Source: an optimization exercise on an open RTL-to-GDS flow (aim: small area and a short achievable clock period). Production flows keep margins and buffers that such runs may drop.
No run shown here included a check of the RTL's function; only the layout flow was run.

## flow/design.v (module list and top-level ports; edited modules follow where they fit)
// module pem_frame_seq: 73 lines
// module lockin_and2: 3 lines
// module lockin_addr_gate: 3 lines
// module lockin_mixer: 28 lines
// module lockin_mac: 589 lines
// module lockin_resolve: 154 lines
// module lockin_fa: 4 lines
// module lockin_fa_fast: 4 lines
// module lockin_xor: 3 lines
// module lockin_ha: 4 lines
// module lockin_chan: 53 lines
// module frame_accum: 41 lines
// module lockin_top: 57 lines
module lockin_top (
  input  wire                          alg_clk,
  input  wire                          alg_rst_n,
  input  wire                          search_end,
  input  wire                          pem_posedge,
  input  wire [16-1:0]   ref_dat,
  input  wire                          ref_dat_valid,
  input  wire [16-1:0]     wave_sine,
  input  wire [16-1:0]     wave_cosine,
  output wire                          wave_req,
  output wire [9-1:0]     wave_addr,
  output wire                          buf_refresh,
  output wire [40-1:0]      i_sum,
  output wire [40-1:0]      q_sum,
  output wire                          sum_valid
);
  // ...
==> flow/flow/run.sh <==
#!/bin/bash
# The standard layout, with the port buffers made from the smallest buffer
# cell instead of the default choice.  Everything else is the standard flow's own flow.
set -e
cp standard.sh standard_copy.log
export BUFFER_PORTS_ARGS="-buffer_cell sky130_fd_sc_hd__buf_1"
bash standard.sh > standard.log 2>&1
==> flow/standard.sh <==
#!/bin/bash
# synth_recipe.tcl (not shown) runs the flow's synth.tcl, then flattens the netlist and writes it again
# the make line also repeats each setting of config.mk as NAME=value (left out here)
make -C /OpenROAD-flow-scripts/flow DESIGN_CONFIG=/design/flow/config.mk WORK_HOME=/design/flow/orfs CLKGATE_MAP_FILE= SYNTH_SCRIPT=/design/flow/synth_recipe.tcl "${@:-finish}"
==> flow/config.mk <==
export PLATFORM = sky130hd
export DESIGN_NAME = lockin_top
export DESIGN_NICKNAME = lockin_top
export VERILOG_FILES = /design/flow/design.v
export SDC_FILE = /design/flow/constraint.sdc
export NUM_CORES = 4
export LEC_CHECK = 0
export ABC_CLOCK_PERIOD_IN_PS = 3500
export CAP_MARGIN = 20
export CORE_MARGIN = 2
export CORE_UTILIZATION = 65
export CTS_CLUSTER_DIAMETER = 150
export CTS_CLUSTER_SIZE = 20
export SETUP_SLACK_MARGIN = 3.6
export SLEW_MARGIN = 20
export SYNTH_HIERARCHICAL = 1
==> flow/constraint.sdc <==
create_clock -name core_clock -period 7.0 [get_ports {alg_clk}]
set_input_delay 1.4000 -clock core_clock [delete_from_list [all_inputs] [get_ports {alg_clk}]]
set_output_delay 1.4000 -clock core_clock [all_outputs]
set_load 0.01 [all_outputs]
==> results.sh, run 1 <==
export IMPL_buffers=186
export IMPL_tapCellCount=511
export IMPL_status="complete, no violations"
export IMPL_syn_instance_count=2292
export IMPL_worstSetupStartpoint="u_accum.u_chan_q.mul_clear$_DFF_P_"
export IMPL_die_x_um=200.0
export IMPL_multi_input_area_share=0.6485
export IMPL_post_cts_resized=103
export IMPL_synth_flop_cell="dfxtp_1"
export IMPL_synth_area_um2=24970
export IMPL_cts_setup_buffers=6
export IMPL_numCtsBuffers=20
export IMPL_worstHoldEndpoint="u_accum.u_chan_q.sum[6]$_DFF_P_"
export IMPL_inverters=66
export IMPL_maxSlewViolCount=0
export IMPL_clockBufferDepth=3
export IMPL_ios=145
export IMPL_cts_tree="done"
export IMPL_crit_chain="buf_4, bufbuf_16, nor2b_1, fa_1, fa_1, xor2_1, xor2_1, xor2_1, mux2_4"
export IMPL_setup_ws_ns=3.642
export IMPL_antenna_found_initial=4
export IMPL_ys_warnings_count=10
export IMPL_cp_slowest_cell="fa_1"
export IMPL_seq_area_um2=6819
export IMPL_cp_required_ns=7.47
export IMPL_synthXorXnorAreaFrac=0.1501
export IMPL_n_antenna_cell=1
export IMPL_hp_start="u_accum.u_chan_q.st[6]$_DFF_P_"
export IMPL_path_depth=9
==> module lockin_resolve, before the edit <==
module lockin_resolve (
  input  wire [62:0] st,
  output wire [39:0] sum
);
  wire rp0 = st[9] ^ st[10];
  wire rg0 = st[9] & st[10];
  wire rp1 = st[11] ^ st[12];
  wire rg1 = st[11] & st[12];
  wire rp2 = st[13] ^ st[14];
  wire rg2 = st[13] & st[14];
  wire rp3 = st[15] ^ st[16];
  wire rg3 = st[15] & st[16];
  wire rp4 = st[17] ^ st[18];
  wire rg4 = st[17] & st[18];
  wire rp5 = st[19] ^ st[20];
  wire rg5 = st[19] & st[20];
  wire rp6 = st[21] ^ st[22];
  wire rg6 = st[21] & st[22];
  wire rp7 = st[23] ^ st[24];
  wire rg7 = st[23] & st[24];
  wire rp8 = st[25] ^ st[26];
  wire rg8 = st[25] & st[26];
  wire rp9 = st[27] ^ st[28];
  wire rg9 = st[27] & st[28];
  wire rp10 = st[29] ^ st[30];
  wire rg10 = st[29] & st[30];
  wire rp11 = st[31] ^ st[32];
  wire rg11 = st[31] & st[32];
  wire rp12 = st[33] ^ st[34];
  wire rg12 = st[33] & st[34];
  wire rp13 = st[35] ^ st[36];
  wire rg13 = st[35] & st[36];
  wire rp14 = st[37] ^ st[38];
  wire rg14 = st[37] & st[38];
  wire rp15 = st[39] ^ st[40];
  wire rg15 = st[39] & st[40];
  wire rp16 = st[41] ^ st[42];
  wire rg16 = st[41] & st[42];
  wire rp17 = st[43] ^ st[44];
  wire rg17 = st[43] & st[44];
  wire rp18 = st[45] ^ st[46];
  wire rg18 = st[45] & st[46];
  wire rp19 = st[47] ^ st[48];
  wire rg19 = st[47] & st[48];
  wire rp20 = st[49] ^ st[50];
  wire rg20 = st[49] & st[50];
  wire rp21 = st[51] ^ st[52];
  wire rg21 = st[51] & st[52];
  wire rp22 = st[53] ^ 1'b0;
  wire rg22 = st[53] & 1'b0;
  wire rp23 = st[54] ^ 1'b0;
  wire rg23 = st[54] & 1'b0;
  wire rp24 = st[55] ^ 1'b0;
  wire rg24 = st[55] & 1'b0;
  wire rp25 = st[56] ^ 1'b0;
  wire rg25 = st[56] & 1'b0;
  wire rp26 = st[57] ^ 1'b0;
  wire rg26 = st[57] & 1'b0;
  wire rp27 = st[58] ^ 1'b0;
  wire rg27 = st[58] & 1'b0;
  wire rp28 = st[59] ^ 1'b0;
  wire rg28 = st[59] & 1'b0;
  wire rp29 = st[60] ^ 1'b0;
  wire rg29 = st[60] & 1'b0;
  wire rp30 = st[61] ^ 1'b0;
  wire rg30 = st[61] & 1'b0;
  wire rp31 = st[62] ^ 1'b0;
  wire rg31 = st[62] & 1'b0;
  wire rc0 = rg0 | (rp0 & st[8]);
  wire rn1g = rg1 | (rp1 & rc0);
  wire rn2g = rg3 | (rp3 & rg2);
  wire rn2p = rp3 & rp2;
  wire rn3g = rg5 | (rp5 & rg4);
  wire rn3p = rp5 & rp4;
  wire rn4g = rg7 | (rp7 & rg6);
  wire rn4p = rp7 & rp6;
  wire rn5g = rg9 | (rp9 & rg8);
  wire rn5p = rp9 & rp8;
  wire rn6g = rg11 | (rp11 & rg10);
  wire rn6p = rp11 & rp10;
  wire rn7g = rg13 | (rp13 & rg12);
  wire rn7p = rp13 & rp12;
  wire rn8g = rg15 | (rp15 & rg14);
  wire rn8p = rp15 & rp14;
  wire rn9g = rg17 | (rp17 & rg16);
  wire rn9p = rp17 & rp16;
  wire rn10g = rg19 | (rp19 & rg18);
  wire rn10p = rp19 & rp18;
  wire rn11g = rg21 | (rp21 & rg20);
  wire rn11p = rp21 & rp20;
  wire rn12g = rg23 | (rp23 & rg22);
  wire rn12p = rp23 & rp22;
  wire rn13g = rg25 | (rp25 & rg24);
  wire rn13p = rp25 & rp24;
  wire rn14g = rg27 | (rp27 & rg26);
  wire rn14p = rp27 & rp26;
  wire rn15g = rg29 | (rp29 & rg28);
  wire rn15p = rp29 & rp28;
  wire rn16g = rg31 | (rp31 & rg30);
  wire rn16p = rp31 & rp30;
  wire rn17g = rn2g | (rn2p & rn1g);
  wire rn18g = rn4g | (rn4p & rn3g);
  wire rn18p = rn4p & rn3p;
  wire rn19g = rn6g | (rn6p & rn5g);
  wire rn19p = rn6p & rn5p;
  wire rn20g = rn8g | (rn8p & rn7g);
  wire rn20p = rn8p & rn7p;
  wire rn21g = rn10g | (rn10p & rn9g);
  wire rn21p = rn10p & rn9p;
  wire rn22g = rn12g | (rn12p & rn11g);
  wire rn22p = rn12p & rn11p;
  wire rn23g = rn14g | (rn14p & rn13g);
  wire rn23p = rn14p & rn13p;
  wire rn24g = rn16g | (rn16p & rn15g);
  wire rn24p = rn16p & rn15p;
  wire rn25g = rn18g | (rn18p & rn17g);
  wire rn26g = rn20g | (rn20p & rn19g);
  wire rn26p = rn20p & rn19p;
  wire rn27g = rn22g | (rn22p & rn21g);
  wire rn27p = rn22p & rn21p;
  wire rn28g = rn24g | (rn24p & rn23g);
  wire rn28p = rn24p & rn23p;
  wire rn29g = rn26g | (rn26p & rn25g);
  wire rn30g = rn28g | (rn28p & rn27g);
  wire rn30p = rn28p & rn27p;
  wire rn31g = rn30g | (rn30p & rn29g);
  wire rn32g = rn27g | (rn27p & rn29g);
  wire rn33g = rn19g | (rn19p & rn25g);
  wire rn34g = rn21g | (rn21p & rn29g);
  wire rn35g = rn23g | (rn23p & rn32g);
  wire rn36g = rn3g | (rn3p & rn17g);
  wire rn37g = rn5g | (rn5p & rn25g);
  wire rn38g = rn7g | (rn7p & rn33g);
  wire rn39g = rn9g | (rn9p & rn29g);
  wire rn40g = rn11g | (rn11p & rn34g);
  wire rn41g = rn13g | (rn13p & rn32g);
  wire rn42g = rn15g | (rn15p & rn35g);
  wire rn43g = rg2 | (rp2 & rn1g);
  wire rn44g = rg4 | (rp4 & rn17g);
  wire rn45g = rg6 | (rp6 & rn36g);
  wire rn46g = rg8 | (rp8 & rn25g);
  wire rn47g = rg10 | (rp10 & rn37g);
  wire rn48g = rg12 | (rp12 & rn33g);
  wire rn49g = rg14 | (rp14 & rn38g);
  wire rn50g = rg16 | (rp16 & rn29g);
  wire rn51g = rg18 | (rp18 & rn39g);
  wire rn52g = rg20 | (rp20 & rn34g);
  wire rn53g = rg22 | (rp22 & rn40g);
  wire rn54g = rg24 | (rp24 & rn32g);
  wire rn55g = rg26 | (rp26 & rn41g);
  wire rn56g = rg28 | (rp28 & rn35g);
  wire rn57g = rg30 | (rp30 & rn42g);
  assign sum = {(rp31 ^ rn57g), (rp30 ^ rn42g), (rp29 ^ rn56g), (rp28 ^ rn35g), (rp27 ^ rn55g), (rp26 ^ rn41g), (rp25 ^ rn54g), (rp24 ^ rn32g), (rp23 ^ rn53g), (rp22 ^ rn40g), (rp21 ^ rn52g), (rp20 ^ rn34g), (rp19 ^ rn51g), (rp18 ^ rn39g), (rp17 ^ rn50g), (rp16 ^ rn29g), (rp15 ^ rn49g), (rp14 ^ rn38g), (rp13 ^ rn48g), (rp12 ^ rn33g), (rp11 ^ rn47g), (rp10 ^ rn37g), (rp9 ^ rn46g), (rp8 ^ rn25g), (rp7 ^ rn45g), (rp6 ^ rn36g), (rp5 ^ rn44g), (rp4 ^ rn17g), (rp3 ^ rn43g), (rp2 ^ rn1g), (rp1 ^ rc0), (rp0 ^ st[8]), st[7], st[6], st[5], st[4], st[3], st[2], st[1], st[0]};
endmodule
==> module lockin_chan, before the edit <==
module lockin_chan (
  input  wire                               alg_clk,
  input  wire [16-1:0]        mix_sample,
  input  wire                               mix_clear,
  input  wire [16-1:0]          wave,         
  output logic [40-1:0]          sum           
);
  logic [8-1:0] enc_one;
  logic [8-1:0] enc_two;
  logic [8-1:0] enc_neg;
  logic [8-1:0] mul_one;      
  logic [8-1:0] mul_two;      
  logic [8-1:0] mul_neg;      
  logic [16-1:0] mul_wave;
  logic                      mul_clear;
  logic [63-1:0]   st;
  logic [63-1:0]   nxt;
  logic [40-1:0]  res;
  logic [16:0] ext;           
  assign ext = {mix_sample, 1'b0};
  always_comb
  begin
    for (int d = 0; d < 8; d++)
    begin
      enc_one[d] = ext[2*d+1] ^ ext[2*d];
      enc_two[d] = (ext[2*d+2] & ~ext[2*d+1] & ~ext[2*d]) |
                   (~ext[2*d+2] & ext[2*d+1] & ext[2*d]);
      enc_neg[d] = ext[2*d+2] & ~(ext[2*d+1] & ext[2*d]);
    end
  end
  always_ff @(posedge alg_clk)
  begin
    mul_one   <= enc_one;
    mul_two   <= enc_two;
    mul_neg   <= enc_neg;
    mul_wave  <= wave;
    mul_clear <= mix_clear;
  end
  lockin_mac u_mac (
    .one     (mul_one),
    .two     (mul_two),
    .neg     (mul_neg),
    .s       (mul_wave),
    .st_in   (mul_clear ? '0 : st),
    .st_out  (nxt)
  );
  lockin_resolve u_res (.st(st), .sum(res));
  always_ff @(posedge alg_clk)
  begin
    st  <= nxt;
    sum <= res;            
  end
endmodule
==> run 2: changes to the inputs <==
--- a/flow/design.v
+++ b/flow/design.v
@@ -111,18 +111,18 @@
   assign mix_sample = s1_sample & {16{s1_valid}};
 endmodule
 `default_nettype wire
 module lockin_mac (
   input  wire [7:0]  one,
   input  wire [7:0]  two,
   input  wire [7:0]  neg,
   input  wire [15:0] s,
-  input  wire [62:0] st_in,
-  output wire [62:0] st_out
+  input  wire [64:0] st_in,
+  output wire [64:0] st_out
 );
   wire pp0_0 = (one[0] & s[0]) ^ neg[0];
   wire pp0_1 = ((one[0] & s[1]) | (two[0] & s[0])) ^ neg[0];
   wire pp0_2 = ((one[0] & s[2]) | (two[0] & s[1])) ^ neg[0];
   wire pp0_3 = ((one[0] & s[3]) | (two[0] & s[2])) ^ neg[0];
   wire pp0_4 = ((one[0] & s[4]) | (two[0] & s[3])) ^ neg[0];
   wire pp0_5 = ((one[0] & s[5]) | (two[0] & s[4])) ^ neg[0];
   wire pp0_6 = ((one[0] & s[6]) | (two[0] & s[5])) ^ neg[0];
@@ -325,273 +325,231 @@
   lockin_fa u_fs23 (.a(pp0_10), .b(pp1_8), .c(pp2_6), .s(fs23), .co(fc23));
   wire fs24, fc24;
   lockin_fa u_fs24 (.a(pp3_4), .b(pp4_2), .c(pp5_0), .s(fs24), .co(fc24));
   wire fs25, fc25;
   lockin_fa u_fs25 (.a(fs22), .b(fc17), .c(fc18), .s(fs25), .co(fc25));
   wire fs26, fc26;
   lockin_fa u_fs26 (.a(fs23), .b(fs24), .c(fc19), .s(fs26), .co(fc26));
   wire fs27, fc27;
-  wire fp28;
-  lockin_xor u_fp28 (.a(fs25), .b(fc20), .y(fp28));
-  lockin_fa_fast u_fs27 (.p(fp28), .a(fs25), .c(fs26), .s(fs27), .co(fc27));
+  lockin_fa u_fs27 (.a(fs25), .b(fc20), .c(fs26), .s(fs27), .co(fc27));
   wire hs10, hc10;
-  lockin_ha u_hs10 (.a(fc21), .b(fs27), .s(hs10), .co(hc10));
+  lockin_ha u_hs10 (.a(fc21), .b(hc9), .s(hs10), .co(hc10));
   wire fs28, fc28;
   lockin_fa u_fs28 (.a(st_in[15]), .b(st_in[16]), .c(pp0_11), .s(fs28), .co(fc28));
   wire fs29, fc29;
   lockin_fa u_fs29 (.a(pp1_9), .b(pp2_7), .c(pp3_5), .s(fs29), .co(fc29));
   wire fs30, fc30;
   lockin_fa u_fs30 (.a(pp4_3), .b(pp5_1), .c(fc22), .s(fs30), .co(fc30));
   wire fs31, fc31;
   lockin_fa u_fs31 (.a(fc23), .b(fc24), .c(fs28), .s(fs31), .co(fc31));
   wire fs32, fc32;
   lockin_fa u_fs32 (.a(fs29), .b(fs30), .c(fc25), .s(fs32), .co(fc32));
   wire fs33, fc33;
-  wire fp34;
-  lockin_xor u_fp34 (.a(fs31), .b(fc26), .y(fp34));
-  lockin_fa_fast u_fs33 (.p(fp34), .a(fs31), .c(fs32), .s(fs33), .co(fc33));
+  lockin_fa u_fs33 (.a(fs31), .b(fc26), .c(fs32), .s(fs33), .co(fc33));
   wire hs11, hc11;
   lockin_ha u_hs11 (.a(fc27), .b(fs33), .s(hs11), .co(hc11));
   wire fs34, fc34;
   lockin_fa u_fs34 (.a(neg[6]), .b(st_in[17]), .c(st_in[18]), .s(fs34), .co(fc34));
   wire fs35, fc35;
   lockin_fa u_fs35 (.a(pp0_12), .b(pp1_10), .c(pp2_8), .s(fs35), .co(fc35));
   wire fs36, fc36;
   lockin_fa u_fs36 (.a(pp3_6), .b(pp4_4), .c(pp5_2), .s(fs36), .co(fc36));
   wire fs37, fc37;
   lockin_fa u_fs37 (.a(pp6_0), .b(fs34), .c(fc28), .s(fs37), .co(fc37));
   wire fs38, fc38;
   lockin_fa u_fs38 (.a(fc29), .b(fc30), .c(fs35), .s(fs38), .co(fc38));
   wire fs39, fc39;
   lockin_fa u_fs39 (.a(fs36), .b(fs37), .c(fc31), .s(fs39), .co(fc39));
   wire fs40, fc40;
-  wire fp41;
-  lockin_xor u_fp41 (.a(fs38), .b(fc32), .y(fp41));
-  lockin_fa_fast u_fs40 (.p(fp41), .a(fs38), .c(fs39), .s(fs40), .co(fc40));
+  lockin_fa u_fs40 (.a(fs38), .b(fc32), .c(fs39), .s(fs40), .co(fc40));
   wire hs12, hc12;
-  lockin_ha u_hs12 (.a(fs40), .b(fc33), .s(hs12), .co(hc12));
+  lockin_ha u_hs12 (.a(fc33), .b(fs40), .s(hs12), .co(hc12));
   wire fs41, fc41;
   lockin_fa u_fs41 (.a(st_in[19]), .b(st_in[20]), .c(pp0_13), .s(fs41), .co(fc41));
   wire fs42, fc42;
   lockin_fa u_fs42 (.a(pp1_11), .b(pp2_9), .c(pp3_7), .s(fs42), .co(fc42));
   wire fs43, fc43;
   lockin_fa u_fs43 (.a(pp4_5), .b(pp5_3), .c(pp6_1), .s(fs43), .co(fc43));
   wire fs44, fc44;
   lockin_fa u_fs44 (.a(fc34), .b(fc35), .c(fc36), .s(fs44), .co(fc44));
   wire fs45, fc45;
   lockin_fa u_fs45 (.a(fs41), .b(fs42), .c(fs43), .s(fs45), .co(fc45));
   wire fs46, fc46;
   lockin_fa u_fs46 (.a(fc37), .b(fs44), .c(fc38), .s(fs46), .co(fc46));
   wire fs47, fc47;
-  wire fp48;
-  lockin_xor u_fp48 (.a(fs45), .b(fc39), .y(fp48));
-  lockin_fa_fast u_fs47 (.p(fp48), .a(fs45), .c(fs46), .s(fs47), .co(fc47));
+  lockin_fa u_fs47 (.a(fs45), .b(fc39), .c(fs46), .s(fs47), .co(fc47));
   wire hs13, hc13;
-  lockin_ha u_hs13 (.a(fs47), .b(fc40), .s(hs13), .co(hc13));
+  lockin_ha u_hs13 (.a(fc40), .b(fs47), .s(hs13), .co(hc13));
   wire fs48, fc48;
   lockin_fa u_fs48 (.a(neg[7]), .b(st_in[21]), .c(st_in[22]), .s(fs48), .co(fc48));
   wire fs49, fc49;
   lockin_fa u_fs49 (.a(pp0_14), .b(pp1_12), .c(pp2_10), .s(fs49), .co(fc49));
   wire fs50, fc50;
   lockin_fa u_fs50 (.a(pp3_8), .b(pp4_6), .c(pp5_4), .s(fs50), .co(fc50));
   wire fs51, fc51;
   lockin_fa u_fs51 (.a(pp6_2), .b(pp7_0), .c(fs48), .s(fs51), .co(fc51));
   wire fs52, fc52;
   lockin_fa u_fs52 (.a(fc41), .b(fc42), .c(fc43), .s(fs52), .co(fc52));
   wire fs53, fc53;
   lockin_fa u_fs53 (.a(fs49), .b(fs50), .c(fs51), .s(fs53), .co(fc53));
   wire fs54, fc54;
   lockin_fa u_fs54 (.a(fc44), .b(fs52), .c(fc45), .s(fs54), .co(fc54));
   wire fs55, fc55;
-  wire fp56;
-  lockin_xor u_fp56 (.a(fs53), .b(fc46), .y(fp56));
-  lockin_fa_fast u_fs55 (.p(fp56), .a(fs53), .c(fs54), .s(fs55), .co(fc55));
+  lockin_fa u_fs55 (.a(fs53), .b(fc46), .c(fs54), .s(fs55), .co(fc55));
   wire hs14, hc14;
-  lockin_ha u_hs14 (.a(fs55), .b(fc47), .s(hs14), .co(hc14));
+  lockin_ha u_hs14 (.a(fc47), .b(fs55), .s(hs14), .co(hc14));
   wire fs56, fc56;
   lockin_fa u_fs56 (.a(st_in[23]), .b(st_in[24]), .c(pp0_15), .s(fs56), .co(fc56));
   wire fs57, fc57;
   lockin_fa u_fs57 (.a(pp1_13), .b(pp2_11), .c(pp3_9), .s(fs57), .co(fc57));
   wire fs58, fc58;
   lockin_fa u_fs58 (.a(pp4_7), .b(pp5_5), .c(pp6_3), .s(fs58), .co(fc58));
   wire fs59, fc59;
   lockin_fa u_fs59 (.a(pp7_1), .b(fc48), .c(fc49), .s(fs59), .co(fc59));
   wire fs60, fc60;
   lockin_fa u_fs60 (.a(fc50), .b(fs56), .c(fs57), .s(fs60), .co(fc60));
   wire fs61, fc61;
   lockin_fa u_fs61 (.a(fs58), .b(fc51), .c(fc52), .s(fs61), .co(fc61));
   wire fs62, fc62;
-  wire fp63;
-  lockin_xor u_fp63 (.a(fs59), .b(fs60), .y(fp63));
-  lockin_fa_fast u_fs62 (.p(fp63), .a(fs59), .c(fc53), .s(fs62), .co(fc62));
+  lockin_fa u_fs62 (.a(fs59), .b(fs60), .c(fc53), .s(fs62), .co(fc62));
   wire fs63, fc63;
-  wire fp64;
-  lockin_xor u_fp64 (.a(fc54), .b(fs61), .y(fp64));
-  lockin_fa_fast u_fs63 (.p(fp64), .a(fc54), .c(fs62), .s(fs63), .co(fc63));
+  lockin_fa u_fs63 (.a(fc54), .b(fs61), .c(fs62), .s(fs63), .co(fc63));
   wire hs15, hc15;
-  lockin_ha u_hs15 (.a(fs63), .b(fc55), .s(hs15), .co(hc15));
+  lockin_ha u_hs15 (.a(fc55), .b(fs63), .s(hs15), .co(hc15));
   wire fs64, fc64;
   lockin_fa u_fs64 (.a(1'b1), .b(st_in[25]), .c(st_in[26]), .s(fs64), .co(fc64));
   wire fs65, fc65;
   lockin_fa u_fs65 (.a(~pp0_16), .b(pp1_14), .c(pp2_12), .s(fs65), .co(fc65));
   wire fs66, fc66;
   lockin_fa u_fs66 (.a(pp3_10), .b(pp4_8), .c(pp5_6), .s(fs66), .co(fc66));
   wire fs67, fc67;
   lockin_fa u_fs67 (.a(pp6_4), .b(pp7_2), .c(fs64), .s(fs67), .co(fc67));
   wire fs68, fc68;
   lockin_fa u_fs68 (.a(fc56), .b(fc57), .c(fc58), .s(fs68), .co(fc68));
   wire fs69, fc69;
   lockin_fa u_fs69 (.a(fs65), .b(fs66), .c(fs67), .s(fs69), .co(fc69));
   wire fs70, fc70;
   lockin_fa u_fs70 (.a(fc59), .b(fs68), .c(fc60), .s(fs70), .co(fc70));
   wire fs71, fc71;
-  wire fp72;
-  lockin_xor u_fp72 (.a(fs69), .b(fc61), .y(fp72));
-  lockin_fa_fast u_fs71 (.p(fp72), .a(fs69), .c(fs70), .s(fs71), .co(fc71));
+  lockin_fa u_fs71 (.a(fs69), .b(fc61), .c(fs70), .s(fs71), .co(fc71));
   wire fs72, fc72;
-  wire fp73;
-  lockin_xor u_fp73 (.a(fc62), .b(fs71), .y(fp73));
-  lockin_fa_fast u_fs72 (.p(fp73), .a(fc62), .c(fc63), .s(fs72), .co(fc72));
+  lockin_fa u_fs72 (.a(fc62), .b(fs71), .c(fc63), .s(fs72), .co(fc72));
   wire fs73, fc73;
   lockin_fa u_fs73 (.a(1'b1), .b(st_in[27]), .c(st_in[28]), .s(fs73), .co(fc73));
   wire fs74, fc74;
   lockin_fa u_fs74 (.a(pp1_15), .b(pp2_13), .c(pp3_11), .s(fs74), .co(fc74));
   wire fs75, fc75;
   lockin_fa u_fs75 (.a(pp4_9), .b(pp5_7), .c(pp6_5), .s(fs75), .co(fc75));
   wire fs76, fc76;
   lockin_fa u_fs76 (.a(pp7_3), .b(fc64), .c(fs73), .s(fs76), .co(fc76));
   wire fs77, fc77;
   lockin_fa u_fs77 (.a(fc65), .b(fc66), .c(fs74), .s(fs77), .co(fc77));
   wire fs78, fc78;
   lockin_fa u_fs78 (.a(fs75), .b(fc67), .c(fs76), .s(fs78), .co(fc78));
   wire fs79, fc79;
-  wire fp80;
-  lockin_xor u_fp80 (.a(fc68), .b(fs77), .y(fp80));
-  lockin_fa_fast u_fs79 (.p(fp80), .a(fc68), .c(fc69), .s(fs79), .co(fc79));
+  lockin_fa u_fs79 (.a(fc68), .b(fs77), .c(fc69), .s(fs79), .co(fc79));
   wire fs80, fc80;
-  wire fp81;
-  lockin_xor u_fp81 (.a(fs78), .b(fc70), .y(fp81));
-  lockin_fa_fast u_fs80 (.p(fp81), .a(fs78), .c(fs79), .s(fs80), .co(fc80));
+  lockin_fa u_fs80 (.a(fs78), .b(fc70), .c(fs79), .s(fs80), .co(fc80));
   wire hs16, hc16;
-  lockin_ha u_hs16 (.a(fs80), .b(fc71), .s(hs16), .co(hc16));
+  lockin_ha u_hs16 (.a(fc71), .b(fs80), .s(hs16), .co(hc16));
   wire fs81, fc81;
   lockin_fa u_fs81 (.a(st_in[29]), .b(st_in[30]), .c(~pp1_16), .s(fs81), .co(fc81));
   wire fs82, fc82;
   lockin_fa u_fs82 (.a(pp2_14), .b(pp3_12), .c(pp4_10), .s(fs82), .co(fc82));
   wire fs83, fc83;
   lockin_fa u_fs83 (.a(pp5_8), .b(pp6_6), .c(pp7_4), .s(fs83), .co(fc83));
   wire fs84, fc84;
   lockin_fa u_fs84 (.a(fc73), .b(fc74), .c(fc75), .s(fs84), .co(fc84));
   wire fs85, fc85;
   lockin_fa u_fs85 (.a(fs81), .b(fs82), .c(fs83), .s(fs85), .co(fc85));
   wire fs86, fc86;
   lockin_fa u_fs86 (.a(fc76), .b(fs84), .c(fc77), .s(fs86), .co(fc86));
   wire fs87, fc87;
-  wire fp88;
-  lockin_xor u_fp88 (.a(fs85), .b(fc78), .y(fp88));
-  lockin_fa_fast u_fs87 (.p(fp88), .a(fs85), .c(fs86), .s(fs87), .co(fc87));
+  lockin_fa u_fs87 (.a(fs85), .b(fc78), .c(fs86), .s(fs87), .co(fc87));
   wire fs88, fc88;
-  wire fp89;
-  lockin_xor u_fp89 (.a(fc79), .b(fs87), .y(fp89));
-  lockin_fa_fast u_fs88 (.p(fp89), .a(fc79), .c(fc80), .s(fs88), .co(fc88));
+  lockin_fa u_fs88 (.a(fc79), .b(fs87), .c(fc80), .s(fs88), .co(fc88));
   wire fs89, fc89;
   lockin_fa u_fs89 (.a(1'b1), .b(st_in[31]), .c(st_in[32]), .s(fs89), .co(fc89));
   wire fs90, fc90;
   lockin_fa u_fs90 (.a(pp2_15), .b(pp3_13), .c(pp4_11), .s(fs90), .co(fc90));
   wire fs91, fc91;
   lockin_fa u_fs91 (.a(pp5_9), .b(pp6_7), .c(pp7_5), .s(fs91), .co(fc91));
   wire fs92, fc92;
   lockin_fa u_fs92 (.a(fs89), .b(fc81), .c(fc82), .s(fs92), .co(fc92));
   wire fs93, fc93;
   lockin_fa u_fs93 (.a(fc83), .b(fs90), .c(fs91), .s(fs93), .co(fc93));
   wire fs94, fc94;
   lockin_fa u_fs94 (.a(fc84), .b(fs92), .c(fc85), .s(fs94), .co(fc94));
   wire fs95, fc95;
-  wire fp96;
-  lockin_xor u_fp96 (.a(fs93), .b(fc86), .y(fp96));
-  lockin_fa_fast u_fs95 (.p(fp96), .a(fs93), .c(fs94), .s(fs95), .co(fc95));
+  lockin_fa u_fs95 (.a(fs93), .b(fc86), .c(fs94), .s(fs95), .co(fc95));
   wire hs17, hc17;
   lockin_ha u_hs17 (.a(fc87), .b(fs95), .s(hs17), .co(hc17));
   wire fs96, fc96;
   lockin_fa u_fs96 (.a(st_in[33]), .b(st_in[34]), .c(~pp2_16), .s(fs96), .co(fc96));
   wire fs97, fc97;
   lockin_fa u_fs97 (.a(pp3_14), .b(pp4_12), .c(pp5_10), .s(fs97), .co(fc97));
   wire fs98, fc98;
   lockin_fa u_fs98 (.a(pp6_8), .b(pp7_6), .c(fc89), .s(fs98), .co(fc98));
   wire fs99, fc99;
   lockin_fa u_fs99 (.a(fc90), .b(fc91), .c(fs96), .s(fs99), .co(fc99));
   wire fs100, fc100;
   lockin_fa u_fs100 (.a(fs97), .b(fs98), .c(fc92), .s(fs100), .co(fc100));
   wire fs101, fc101;
-  wire fp102;
-  lockin_xor u_fp102 (.a(fc93), .b(fs99), .y(fp102));
-  lockin_fa_fast u_fs101 (.p(fp102), .a(fc93), .c(fc94), .s(fs101), .co(fc101));
+  lockin_fa u_fs101 (.a(fc93), .b(fs99), .c(fc94), .s(fs101), .co(fc101));
   wire fs102, fc102;
-  wire fp103;
-  lockin_xor u_fp103 (.a(fs100), .b(fs101), .y(fp103));
-  lockin_fa_fast u_fs102 (.p(fp103), .a(fs100), .c(fc95), .s(fs102), .co(fc102));
+  lockin_fa u_fs102 (.a(fs100), .b(fc95), .c(fs101), .s(fs102), .co(fc102));
   wire fs103, fc103;
   lockin_fa u_fs103 (.a(1'b1), .b(st_in[35]), .c(st_in[36]), .s(fs103), .co(fc103));
   wire fs104, fc104;
   lockin_fa u_fs104 (.a(pp3_15), .b(pp4_13), .c(pp5_11), .s(fs104), .co(fc104));
   wire fs105, fc105;
   lockin_fa u_fs105 (.a(pp6_9), .b(pp7_7), .c(fs103), .s(fs105), .co(fc105));
   wire fs106, fc106;
   lockin_fa u_fs106 (.a(fc96), .b(fc97), .c(fc98), .s(fs106), .co(fc106));
   wire fs107, fc107;
   lockin_fa u_fs107 (.a(fs104), .b(fs105), .c(fc99), .s(fs107), .co(fc107));
   wire fs108, fc108;
-  wire fp109;
-  lockin_xor u_fp109 (.a(fs106), .b(fc100), .y(fp109));
-  lockin_fa_fast u_fs108 (.p(fp109), .a(fs106), .c(fs107), .s(fs108), .co(fc108));
+  lockin_fa u_fs108 (.a(fs106), .b(fc100), .c(fs107), .s(fs108), .co(fc108));
   wire hs18, hc18;
   lockin_ha u_hs18 (.a(fc101), .b(fs108), .s(hs18), .co(hc18));
   wire fs109, fc109;
   lockin_fa u_fs109 (.a(st_in[37]), .b(st_in[38]), .c(~pp3_16), .s(fs109), .co(fc109));
   wire fs110, fc110;
   lockin_fa u_fs110 (.a(pp4_14), .b(pp5_12), .c(pp6_10), .s(fs110), .co(fc110));
   wire fs111, fc111;
   lockin_fa u_fs111 (.a(pp7_8), .b(fc103), .c(fc104), .s(fs111), .co(fc111));
   wire fs112, fc112;
   lockin_fa u_fs112 (.a(fs109), .b(fs110), .c(fc105), .s(fs112), .co(fc112));
   wire fs113, fc113;
-  wire fp114;
-  lockin_xor u_fp114 (.a(fc106), .b(fs111), .y(fp114));
-  lockin_fa_fast u_fs113 (.p(fp114), .a(fc106), .c(fs112), .s(fs113), .co(fc113));
+  lockin_fa u_fs113 (.a(fc106), .b(fs111), .c(fs112), .s(fs113), .co(fc113));
   wire fs114, fc114;
-  wire fp115;
-  lockin_xor u_fp115 (.a(fs113), .b(fc107), .y(fp115));
-  lockin_fa_fast u_fs114 (.p(fp115), .a(fs113), .c(fc108), .s(fs114), .co(fc114));
+  lockin_fa u_fs114 (.a(fc107), .b(fs113), .c(fc108), .s(fs114), .co(fc114));
   wire fs115, fc115;
   lockin_fa u_fs115 (.a(1'b1), .b(st_in[39]), .c(st_in[40]), .s(fs115), .co(fc115));
   wire fs116, fc116;
   lockin_fa u_fs116 (.a(pp4_15), .b(pp5_13), .c(pp6_11), .s(fs116), .co(fc116));
   wire fs117, fc117;
   lockin_fa u_fs117 (.a(pp7_9), .b(fs115), .c(fc109), .s(fs117), .co(fc117));
   wire fs118, fc118;
   lockin_fa u_fs118 (.a(fc110), .b(fs116), .c(fc111), .s(fs118), .co(fc118));
   wire fs119, fc119;
-  wire fp120;
-  lockin_xor u_fp120 (.a(fs117), .b(fc112), .y(fp120));
-  lockin_fa_fast u_fs119 (.p(fp120), .a(fs117), .c(fs118), .s(fs119), .co(fc119));
+  lockin_fa u_fs119 (.a(fs117), .b(fc112), .c(fs118), .s(fs119), .co(fc119));
   wire hs19, hc19;
   lockin_ha u_hs19 (.a(fc113), .b(fs119), .s(hs19), .co(hc19));
   wire fs120, fc120;
   lockin_fa u_fs120 (.a(st_in[41]), .b(st_in[42]), .c(~pp4_16), .s(fs120), .co(fc120));
   wire fs121, fc121;
   lockin_fa u_fs121 (.a(pp5_14), .b(pp6_12), .c(pp7_10), .s(fs121), .co(fc121));
   wire fs122, fc122;
   lockin_fa u_fs122 (.a(fc115), .b(fc116), .c(fs120), .s(fs122), .co(fc122));
   wire fs123, fc123;
   lockin_fa u_fs123 (.a(fs121), .b(fc117), .c(fs122), .s(fs123), .co(fc123));
   wire fs124, fc124;
-  wire fp125;
-  lockin_xor u_fp125 (.a(fc118), .b(fs123), .y(fp125));
-  lockin_fa_fast u_fs124 (.p(fp125), .a(fc118), .c(fc119), .s(fs124), .co(fc124));
+  lockin_fa u_fs124 (.a(fc118), .b(fs123), .c(fc119), .s(fs124), .co(fc124));
   wire fs125, fc125;
   lockin_fa u_fs125 (.a(1'b1), .b(st_in[43]), .c(st_in[44]), .s(fs125), .co(fc125));
   wire fs126, fc126;
   lockin_fa u_fs126 (.a(pp5_15), .b(pp6_13), .c(pp7_11), .s(fs126), .co(fc126));
   wire fs127, fc127;
   lockin_fa u_fs127 (.a(fs125), .b(fc120), .c(fc121), .s(fs127), .co(fc127));
   wire fs128, fc128;
   lockin_fa u_fs128 (.a(fs126), .b(fs127), .c(fc122), .s(fs128), .co(fc128));
@@ -599,65 +557,63 @@
   lockin_ha u_hs20 (.a(fc123), .b(fs128), .s(hs20), .co(hc20));
   wire fs129, fc129;
   lockin_fa u_fs129 (.a(st_in[45]), .b(st_in[46]), .c(~pp5_16), .s(fs129), .co(fc129));
   wire fs130, fc130;
   lockin_fa u_fs130 (.a(pp6_14), .b(pp7_12), .c(fc125), .s(fs130), .co(fc130));
   wire fs131, fc131;
   lockin_fa u_fs131 (.a(fc126), .b(fs129), .c(fs130), .s(fs131), .co(fc131));
   wire fs132, fc132;
-  wire fp133;
-  lockin_xor u_fp133 (.a(fc127), .b(fs131), .y(fp133));
-  lockin_fa_fast u_fs132 (.p(fp133), .a(fc127), .c(fc128), .s(fs132), .co(fc132));
+  lockin_fa u_fs132 (.a(fc127), .b(fs131), .c(fc128), .s(fs132), .co(fc132));
   wire fs133, fc133;
   lockin_fa u_fs133 (.a(1'b1), .b(st_in[47]), .c(st_in[48]), .s(fs133), .co(fc133));
   wire fs134, fc134;
   lockin_fa u_fs134 (.a(pp6_15), .b(pp7_13), .c(fs133), .s(fs134), .co(fc134));
   wire fs135, fc135;
   lockin_fa u_fs135 (.a(fc129), .b(fc130), .c(fs134), .s(fs135), .co(fc135));
   wire hs21, hc21;
   lockin_ha u_hs21 (.a(fc131), .b(fs135), .s(hs21), .co(hc21));
   wire fs136, fc136;
   lockin_fa u_fs136 (.a(st_in[49]), .b(st_in[50]), .c(~pp6_16), .s(fs136), .co(fc136));
   wire fs137, fc137;
   lockin_fa u_fs137 (.a(pp7_14), .b(fc133), .c(fs136), .s(fs137), .co(fc137));
   wire fs138, fc138;
-  wire fp139;
-  lockin_xor u_fp139 (.a(fc134), .b(fs137), .y(fp139));
-  lockin_fa_fast u_fs138 (.p(fp139), .a(fc134), .c(fc135), .s(fs138), .co(fc138));
+  lockin_fa u_fs138 (.a(fc134), .b(fs137), .c(fc135), .s(fs138), .co(fc138));
   wire fs139, fc139;
   lockin_fa u_fs139 (.a(1'b1), .b(st_in[51]), .c(st_in[52]), .s(fs139), .co(fc139));
   wire fs140, fc140;
   lockin_fa u_fs140 (.a(pp7_15), .b(fs139), .c(fc136), .s(fs140), .co(fc140));
   wire hs22, hc22;
   lockin_ha u_hs22 (.a(fs140), .b(fc137), .s(hs22), .co(hc22));
   wire fs141, fc141;
-  lockin_fa u_fs141 (.a(st_in[53]), .b(~pp7_16), .c(fc139), .s(fs141), .co(fc141));
-  wire hs23, hc23;
-  lockin_ha u_hs23 (.a(fs141), .b(fc140), .s(hs23), .co(hc23));
+  lockin_fa u_fs141 (.a(st_in[53]), .b(st_in[54]), .c(~pp7_16), .s(fs141), .co(fc141));
   wire fs142, fc142;
-  lockin_fa u_fs142 (.a(1'b1), .b(st_in[54]), .c(fc141), .s(fs142), .co(fc142));
+  lockin_fa u_fs142 (.a(fc139), .b(fs141), .c(fc140), .s(fs142), .co(fc142));
+  wire fs143, fc143;
+  lockin_fa u_fs143 (.a(1'b1), .b(st_in[55]), .c(st_in[56]), .s(fs143), .co(fc143));
+  wire hs23, hc23;
+  lockin_ha u_hs23 (.a(fs143), .b(fc141), .s(hs23), .co(hc23));
+  wire fs144, fc144;
+  lockin_fa u_fs144 (.a(1'b1), .b(st_in[57]), .c(fc143), .s(fs144), .co(fc144));
   wire hs24, hc24;
-  lockin_ha u_hs24 (.a(1'b1), .b(st_in[55]), .s(hs24), .co(hc24));
+  lockin_ha u_hs24 (.a(1'b1), .b(st_in[58]), .s(hs24), .co(hc24));
   wire hs25, hc25;
-  lockin_ha u_hs25 (.a(1'b1), .b(st_in[56]), .s(hs25), .co(hc25));
+  lockin_ha u_hs25 (.a(1'b1), .b(st_in[59]), .s(hs25), .co(hc25));
   wire hs26, hc26;
-  lockin_ha u_hs26 (.a(1'b1), .b(st_in[57]), .s(hs26), .co(hc26));
+  lockin_ha u_hs26 (.a(1'b1), .b(st_in[60]), .s(hs26), .co(hc26));
   wire hs27, hc27;
-  lockin_ha u_hs27 (.a(1'b1), .b(st_in[58]), .s(hs27), .co(hc27));
+  lockin_ha u_hs27 (.a(1'b1), .b(st_in[61]), .s(hs27), .co(hc27));
   wire hs28, hc28;
-  lockin_ha u_hs28 (.a(1'b1), .b(st_in[59]), .s(hs28), .co(hc28));
+  lockin_ha u_hs28 (.a(1'b1), .b(st_in[62]), .s(hs28), .co(hc28));
   wire hs29, hc29;
-  lockin_ha u_hs29 (.a(1'b1), .b(st_in[60]), .s(hs29), .co(hc29));
+  lockin_ha u_hs29 (.a(1'b1), .b(st_in[63]), .s(hs29), .co(hc29));
   wire hs30, hc30;
-  lockin_ha u_hs30 (.a(1'b1), .b(st_in[61]), .s(hs30), .co(hc30));
-  wire hs31, hc31;
-  lockin_ha u_hs31 (.a(1'b1), .b(st_in[62]), .s(hs31), .co(hc31));
-  wire [39:0] ra = {hc30, hc29, hc28, hc27, hc26, hc25, hc24, fc142, hc23, hc22, fc138, hc21, fc132, hc20, fc124, hc19, fc114, hc18, fc102, hc17, fc88, hc16, fc72, hc15, hc14, hc13, hc12, hc11, hc10, hc9, hc8, fs16, fs11, fs8, fs5, fs3, fs1, fs0, pp0_1, pp0_0};
-  wire [39:0] rb = {hs31, hs30, hs29, hs28, hs27, hs26, hs25, hs24, fs142, hs23, hs22, fs138, hs21, fs132, hs20, fs124, hs19, fs114, hs18, fs102, hs17, fs88, hs16, fs72, hs15, hs14, hs13, hs12, hs11, hs10, hs9, hs8, hs7, hs6, hs5, hs4, hs3, hs2, hs1, hs0};
+  lockin_ha u_hs30 (.a(1'b1), .b(st_in[64]), .s(hs30), .co(hc30));
+  wire [39:0] ra = {hc29, hc28, hc27, hc26, hc25, hc24, fc144, hc23, fc142, hc22, fc138, hc21, fc132, hc20, fc124, hc19, fc114, hc18, fc102, hc17, fc88, hc16, fc72, hc15, hc14, hc13, hc12, hc11, hc10, fs27, hc8, fs16, fs11, fs8, fs5, fs3, fs1, fs0, pp0_1, pp0_0};
+  wire [39:0] rb = {hs30, hs29, hs28, hs27, hs26, hs25, hs24, fs144, hs23, fs142, hs22, fs138, hs21, fs132, hs20, fs124, hs19, fs114, hs18, fs102, hs17, fs88, hs16, fs72, hs15, hs14, hs13, hs12, hs11, hs10, hs9, hs8, hs7, hs6, hs5, hs4, hs3, hs2, hs1, hs0};
   assign st_out[8:0] = {1'b0, ra[7:0]} + {1'b0, rb[7:0]};
   assign st_out[9] = ra[8];
   assign st_out[10] = rb[8];
   assign st_out[11] = ra[9];
   assign st_out[12] = rb[9];
   assign st_out[13] = ra[10];
   assign st_out[14] = rb[10];
   assign st_out[15] = ra[11];
@@ -693,20 +649,24 @@
   assign st_out[45] = ra[26];
   assign st_out[46] = rb[26];
   assign st_out[47] = ra[27];
   assign st_out[48] = rb[27];
   assign st_out[49] = ra[28];
   assign st_out[50] = rb[28];
   assign st_out[51] = ra[29];
   assign st_out[52] = rb[29];
-  assign st_out[62:53] = ra[39:30] + rb[39:30];
+  assign st_out[53] = ra[30];
+  assign st_out[54] = rb[30];
+  assign st_out[55] = ra[31];
+  assign st_out[56] = rb[31];
+  assign st_out[64:57] = ra[39:32] + rb[39:32];
 endmodule
 module lockin_resolve (
-  input  wire [62:0] st,
+  input  wire [64:0] st,
   output wire [39:0] sum
 );
   wire rp0 = st[9] ^ st[10];
   wire rg0 = st[9] & st[10];
   wire rp1 = st[11] ^ st[12];
   wire rg1 = st[11] & st[12];
   wire rp2 = st[13] ^ st[14];
   wire rg2 = st[13] & st[14];
@@ -743,36 +703,36 @@
   wire rp18 = st[45] ^ st[46];
   wire rg18 = st[45] & st[46];
   wire rp19 = st[47] ^ st[48];
   wire rg19 = st[47] & st[48];
   wire rp20 = st[49] ^ st[50];
   wire rg20 = st[49] & st[50];
   wire rp21 = st[51] ^ st[52];
   wire rg21 = st[51] & st[52];
-  wire rp22 = st[53] ^ 1'b0;
-  wire rg22 = st[53] & 1'b0;
-  wire rp23 = st[54] ^ 1'b0;
-  wire rg23 = st[54] & 1'b0;
-  wire rp24 = st[55] ^ 1'b0;
-  wire rg24 = st[55] & 1'b0;
-  wire rp25 = st[56] ^ 1'b0;
-  wire rg25 = st[56] & 1'b0;
-  wire rp26 = st[57] ^ 1'b0;
-  wire rg26 = st[57] & 1'b0;
-  wire rp27 = st[58] ^ 1'b0;
-  wire rg27 = st[58] & 1'b0;
-  wire rp28 = st[59] ^ 1'b0;
-  wire rg28 = st[59] & 1'b0;
-  wire rp29 = st[60] ^ 1'b0;
-  wire rg29 = st[60] & 1'b0;
-  wire rp30 = st[61] ^ 1'b0;
-  wire rg30 = st[61] & 1'b0;
-  wire rp31 = st[62] ^ 1'b0;
-  wire rg31 = st[62] & 1'b0;
+  wire rp22 = st[53] ^ st[54];
+  wire rg22 = st[53] & st[54];
+  wire rp23 = st[55] ^ st[56];
+  wire rg23 = st[55] & st[56];
+  wire rp24 = st[57] ^ 1'b0;
+  wire rg24 = st[57] & 1'b0;
+  wire rp25 = st[58] ^ 1'b0;
+  wire rg25 = st[58] & 1'b0;
+  wire rp26 = st[59] ^ 1'b0;
+  wire rg26 = st[59] & 1'b0;
+  wire rp27 = st[60] ^ 1'b0;
+  wire rg27 = st[60] & 1'b0;
+  wire rp28 = st[61] ^ 1'b0;
+  wire rg28 = st[61] & 1'b0;
+  wire rp29 = st[62] ^ 1'b0;
+  wire rg29 = st[62] & 1'b0;
+  wire rp30 = st[63] ^ 1'b0;
+  wire rg30 = st[63] & 1'b0;
+  wire rp31 = st[64] ^ 1'b0;
+  wire rg31 = st[64] & 1'b0;
   wire rc0 = rg0 | (rp0 & st[8]);
   wire rn1g = rg1 | (rp1 & rc0);
   wire rn2g = rg3 | (rp3 & rg2);
   wire rn2p = rp3 & rp2;
   wire rn3g = rg5 | (rp5 & rg4);
   wire rn3p = rp5 & rp4;
   wire rn4g = rg7 | (rp7 & rg6);
   wire rn4p = rp7 & rp6;
@@ -881,18 +841,18 @@
   logic [8-1:0] enc_one;
   logic [8-1:0] enc_two;
   logic [8-1:0] enc_neg;
   logic [8-1:0] mul_one;      
   logic [8-1:0] mul_two;      
   logic [8-1:0] mul_neg;      
   logic [16-1:0] mul_wave;
   logic                      mul_clear;
-  logic [63-1:0]   st;
-  logic [63-1:0]   nxt;
+  logic [65-1:0]   st;
+  logic [65-1:0]   nxt;
   logic [40-1:0]  res;
   logic [16:0] ext;           
   assign ext = {mix_sample, 1'b0};
   always_comb
   begin
     for (int d = 0; d < 8; d++)
     begin
       enc_one[d] = ext[2*d+1] ^ ext[2*d];
--- a/flow/config.mk
+++ b/flow/config.mk
@@ -6,11 +6,11 @@
 export NUM_CORES = 4
 export LEC_CHECK = 0
 export ABC_CLOCK_PERIOD_IN_PS = 3500
 export CAP_MARGIN = 20
 export CORE_MARGIN = 2
 export CORE_UTILIZATION = 65
 export CTS_CLUSTER_DIAMETER = 150
 export CTS_CLUSTER_SIZE = 20
-export SETUP_SLACK_MARGIN = 3.6
+export SETUP_SLACK_MARGIN = 3.66
 export SLEW_MARGIN = 20
 export SYNTH_HIERARCHICAL = 1
==> run 2 against run 1 <==
  * Largest cell class unchanged
  * Global-route usage is 0.90 points lower
  * Sequential share of layout area increased by 0.38 points
  * Sequential cell count rose by 4
  * Fmax rose by 1.3%
  * Still clean on timing, DRC and antenna
  * Area after synthesis fell by 1.4%
==> results.sh, run 2 <==
export IMPL_maxSlewViolCount=0
export IMPL_crit_path_end_kind="flop"
export IMPL_drive_gt1_frac=0.1568
export IMPL_cp_slowest_cell="fa_1"
export IMPL_syn_instance_count=2186
export IMPL_ctsHtreeMaxLevel=1
export IMPL_final_setup_viol_count=0
export IMPL_finalClockSkew_ns=0.02594
export IMPL_top_regs="u_accum.u_chan_i.st x65, u_accum.u_chan_q.st x65"
export IMPL_die_h_um=198.7
export IMPL_synth_edff_count=0
export IMPL_gp_congestion=0.8295
export IMPL_wl_um=52790
export IMPL_hold_violations=0
export IMPL_start_util=0.6571
export IMPL_slew_headroom=0.3815
export IMPL_ys_ff_latch=327
export IMPL_max_freq_mhz=301.8
export IMPL_final_common_cell="fa_1"
export IMPL_num_fill_cells=2892
export IMPL_setup_ws_ns=3.686
export IMPL_clk_latency_ns=0.56
export IMPL_hpwl_um=38460
export IMPL_synth_area_um2=24630
export IMPL_fin_crit_ns=3.314
export IMPL_grt_pass1_wl_um=85190
export IMPL_hp_start="u_accum.u_chan_i.st[0]$_DFF_P_"
export IMPL_worstSetupPathType="flop to flop"
export IMPL_startpoint_type="flop"
export IMPL_final_util=0.6980
export IMPL_worstHoldEndpoint="u_accum.u_chan_i.sum[0]$_DFF_P_"
export IMPL_grt_pass1_vias=15990
export IMPL_ios=145
export IMPL_detail_route_antenna_nets=0
export IMPL_ys_async_sr_fraction=0.05199
export IMPL_drtIter0Drc=1079
export IMPL_r2r_start="u_accum.u_chan_i.mul_wave[4]$_DFF_P_"
export IMPL_rrSetupSlack_ns=3.69
export IMPL_vias_per_cell=5.689
export IMPL_r2r_cells=7
export IMPL_worstHoldPathCells=0
export IMPL_die_area_um2=39470
export IMPL_netlist_top_cells_count="fa_1, dfxtp_1, xnor2_1"
export IMPL_synthTopCellsByArea="fa_1, dfxtp_1, xnor2_1"
export IMPL_hold_buffers=0
export IMPL_grt_start_max_net_pins=33
export IMPL_syn_avg_cell_area_um2=11.27
export IMPL_holdWs_ns=0.3488
export IMPL_drt_pass1_iter_count=5
export IMPL_crit_chain="a22oi_1, xnor2_1, fa_2, fa_1, fa_1, fa_1, fa_1"
export IMPL_cts_tree="done"
export IMPL_tightest_slew_ns=0.9277
export IMPL_grt_usage=0.2743
export IMPL_fin_nets=2737
export IMPL_clockBufferDepth=3
export IMPL_grt_overflow=0
export IMPL_ys_warnings_count=10
export IMPL_yosysMostFrequentCell="fa_1"
export IMPL_timing_final_crit_share=0.4734
export IMPL_cp_max_fo=16
export IMPL_die_x_um=198.7
export IMPL_synth_flop_cell="dfxtp_1"
export IMPL_yosysTopAreaCellShare=0.2601
export IMPL_cp_arrival_ns=3.74
export IMPL_drt_drc_violations_left=0
export IMPL_port_buffers=144
export IMPL_antenna_found_initial=4
export IMPL_pre_cts_slack_ns=2.952
export IMPL_wl_per_cell_um=19.42
export IMPL_status="complete, no violations"
export IMPL_fin_tns_setup_ns=0
export IMPL_rsz0062_at_grt="true"
export IMPL_synth_area_leader_cell="fa_1"
export IMPL_cap_violations=0
export IMPL_cp_required_ns=7.42
export IMPL_final_cell_mix="fa_1, xnor2_1, dfxtp_1"
export IMPL_vias=15460
export IMPL_min_path_type="flop to flop"
export IMPL_rows=71
export IMPL_yosysSeqAreaShare=0.2692
export IMPL_synthDistinctLibCells=51
export IMPL_r2r_end="u_accum.u_chan_i.st[26]$_DFF_P_"
export IMPL_clock_sinks=327
export IMPL_cts_root_buf="clkbuf_16"
export IMPL_numCtsBuffers=20
export IMPL_cpPeakStageDelay_ns=0.56
export IMPL_syn_to_final_growth_pct=6.227
export IMPL_design_core_area_um2=37490
export IMPL_crit_top_cell="fa_1"
export IMPL_clkTransAtPathRegs_ns=0.08
[run 2: changes by cell type after synthesis, moves of 12 or more]
cell and delta:
fa_1 +52, buf_6 +12, clkbuf_1 -54, nor2b_1 -54
xor2_1 -96, nor2b_2 +62, buf_2 +40, mux2_4 -46
[run 2: modules after synthesis, one instance, submodules excluded, a selection]
module	flops+latches	cells inside	area (um^2)
lockin_fa	0	1	20.02
lockin_chan	146	254	3746
lockin_resolve	0	142	1179
lockin_addr_gate	0	1	11.26
frame_accum	2	2	50.05
lockin_mixer	19	37	518.0
pem_frame_seq	14	64	671.9
lockin_and2	0	1	6.256
lockin_mac	0	464	3425
lockin_ha	0	1	12.51
[run 2: metrics by stage]
step	cell area (um^2)	std cells
after global placement	24570	2616
after detailed placement	24570	2616
final	26170	2718
after CTS	25530	2652
after floorplan	25170	2218
after global routing	26170	2718
[run 2: worst max-delay path by stage]
| stage | startpoint | to | slack [ns] | cells past startpoint |
|---|---|---|---|---|
| floorplan | u_accum.u_chan_i.mul_wave[12]$_DFF_P_ | u_accum.u_chan_i.st[26]$_DFF_P_ | 3.62 | 10 |
| global placement | u_accum.u_chan_q.mul_clear$_DFF_P_ | u_accum.u_chan_q.st[38]$_DFF_P_ | 3.03 | 7 |
| detailed placement | u_accum.u_chan_q.mul_clear$_DFF_P_ | u_accum.u_chan_q.st[38]$_DFF_P_ | 2.95 | 7 |
| CTS | u_accum.u_chan_i.mul_one[2]$_DFF_P_ | u_accum.u_chan_i.st[26]$_DFF_P_ | 3.60 | 7 |
| global route | u_accum.u_chan_i.st[8]$_DFF_P_ | u_accum.u_chan_i.sum[39]$_DFF_P_ | 3.61 | 12 |
| finish | u_accum.u_chan_i.mul_wave[4]$_DFF_P_ | u_accum.u_chan_i.st[26]$_DFF_P_ | 3.69 | 7 |
[run 2: area by class of cell]
class | count | area (um^2) | area share
Tap cell | 511 | 639.4 | 0.02443
Multi-Input combinational cell | 1556 | 16520 | 0.6314
Clock inverter | 2 | 46.29 | 0.001769
Sequential cell | 327 | 6885 | 0.2631
Inverter | 64 | 240.2 | 0.009180
Timing Repair Buffer | 235 | 1323 | 0.05054
Antenna cell | 1 | 2.502 | 0.00009563
Clock buffer | 22 | 508.0 | 0.01941
[run 2: timing repair]
item,in CTS,in global routing
endpoints found under the setup margin,104,32
buffers inserted,12,65
pin swaps,1,6
resized for setup,137,36
cloned,0,0
[run 2: per-layer routing]
metal	vias up	track usage	wire length [um]
met5	-	0	42
met2	541	0.4286	24230
met4	6	0.06523	1148
met1	7713	0.3986	23670
met3	82	0.05002	3698
li1	7120	-	-
[run 2: critical path, delay by kind of cell (launching register included)]
family                     cells  cell delay (ns)
AOI/OAI and AO/OA              1             0.16
xor gates and xnor gates       1             0.17
adders and majority gates      5             2.37
DFF                            1             0.50
[run 2: logic make-up after synthesis]
kind of cell | Yosys count | share of synthesized area
xor gates and xnor gates | 328 | 0.1166
AOI/OAI and AO/OA | 391 | 0.1129
buffers and inverters | 335 | 0.07680
muxes | 2 | 0.0008127
and+or+nand+nor | 321 | 0.08203
adders and majority gates | 480 | 0.3413
other | 2 | 0.0003049
DFF | 327 | 0.2692

separate check: timing with driven ports:
Ports are ideal in the flow. The routed layouts listed here were re-timed in OpenROAD.
Step 1 (the two cells are an assumption about what drives the block):
set clk [get_ports {alg_clk}]
set_driving_cell -lib_cell sky130_fd_sc_hd__clkbuf_16 $clk
set_driving_cell -lib_cell sky130_fd_sc_hd__buf_2 [delete_from_list [all_inputs] $clk]
Step 2 also shifts input and output timing later by t, the mid clock arrival at the registers, as if the neighbouring blocks saw the same clock.
Slacks: ideal / step 1 / step 2; pairs: ideal / step 1.
run	t, ns	setup WS [ns]	worst slew at a driven data input, ns
run 1	0.609	3.642 / 3.642 / 3.642	0.09
run 2	0.601	3.686 / 3.685 / 3.685	0.10
After both steps setup and hold are still met in every run listed. The setup slack of run 2, which loses most, moves by -0.001 ns with the drivers and by -0.001 ns with both steps.
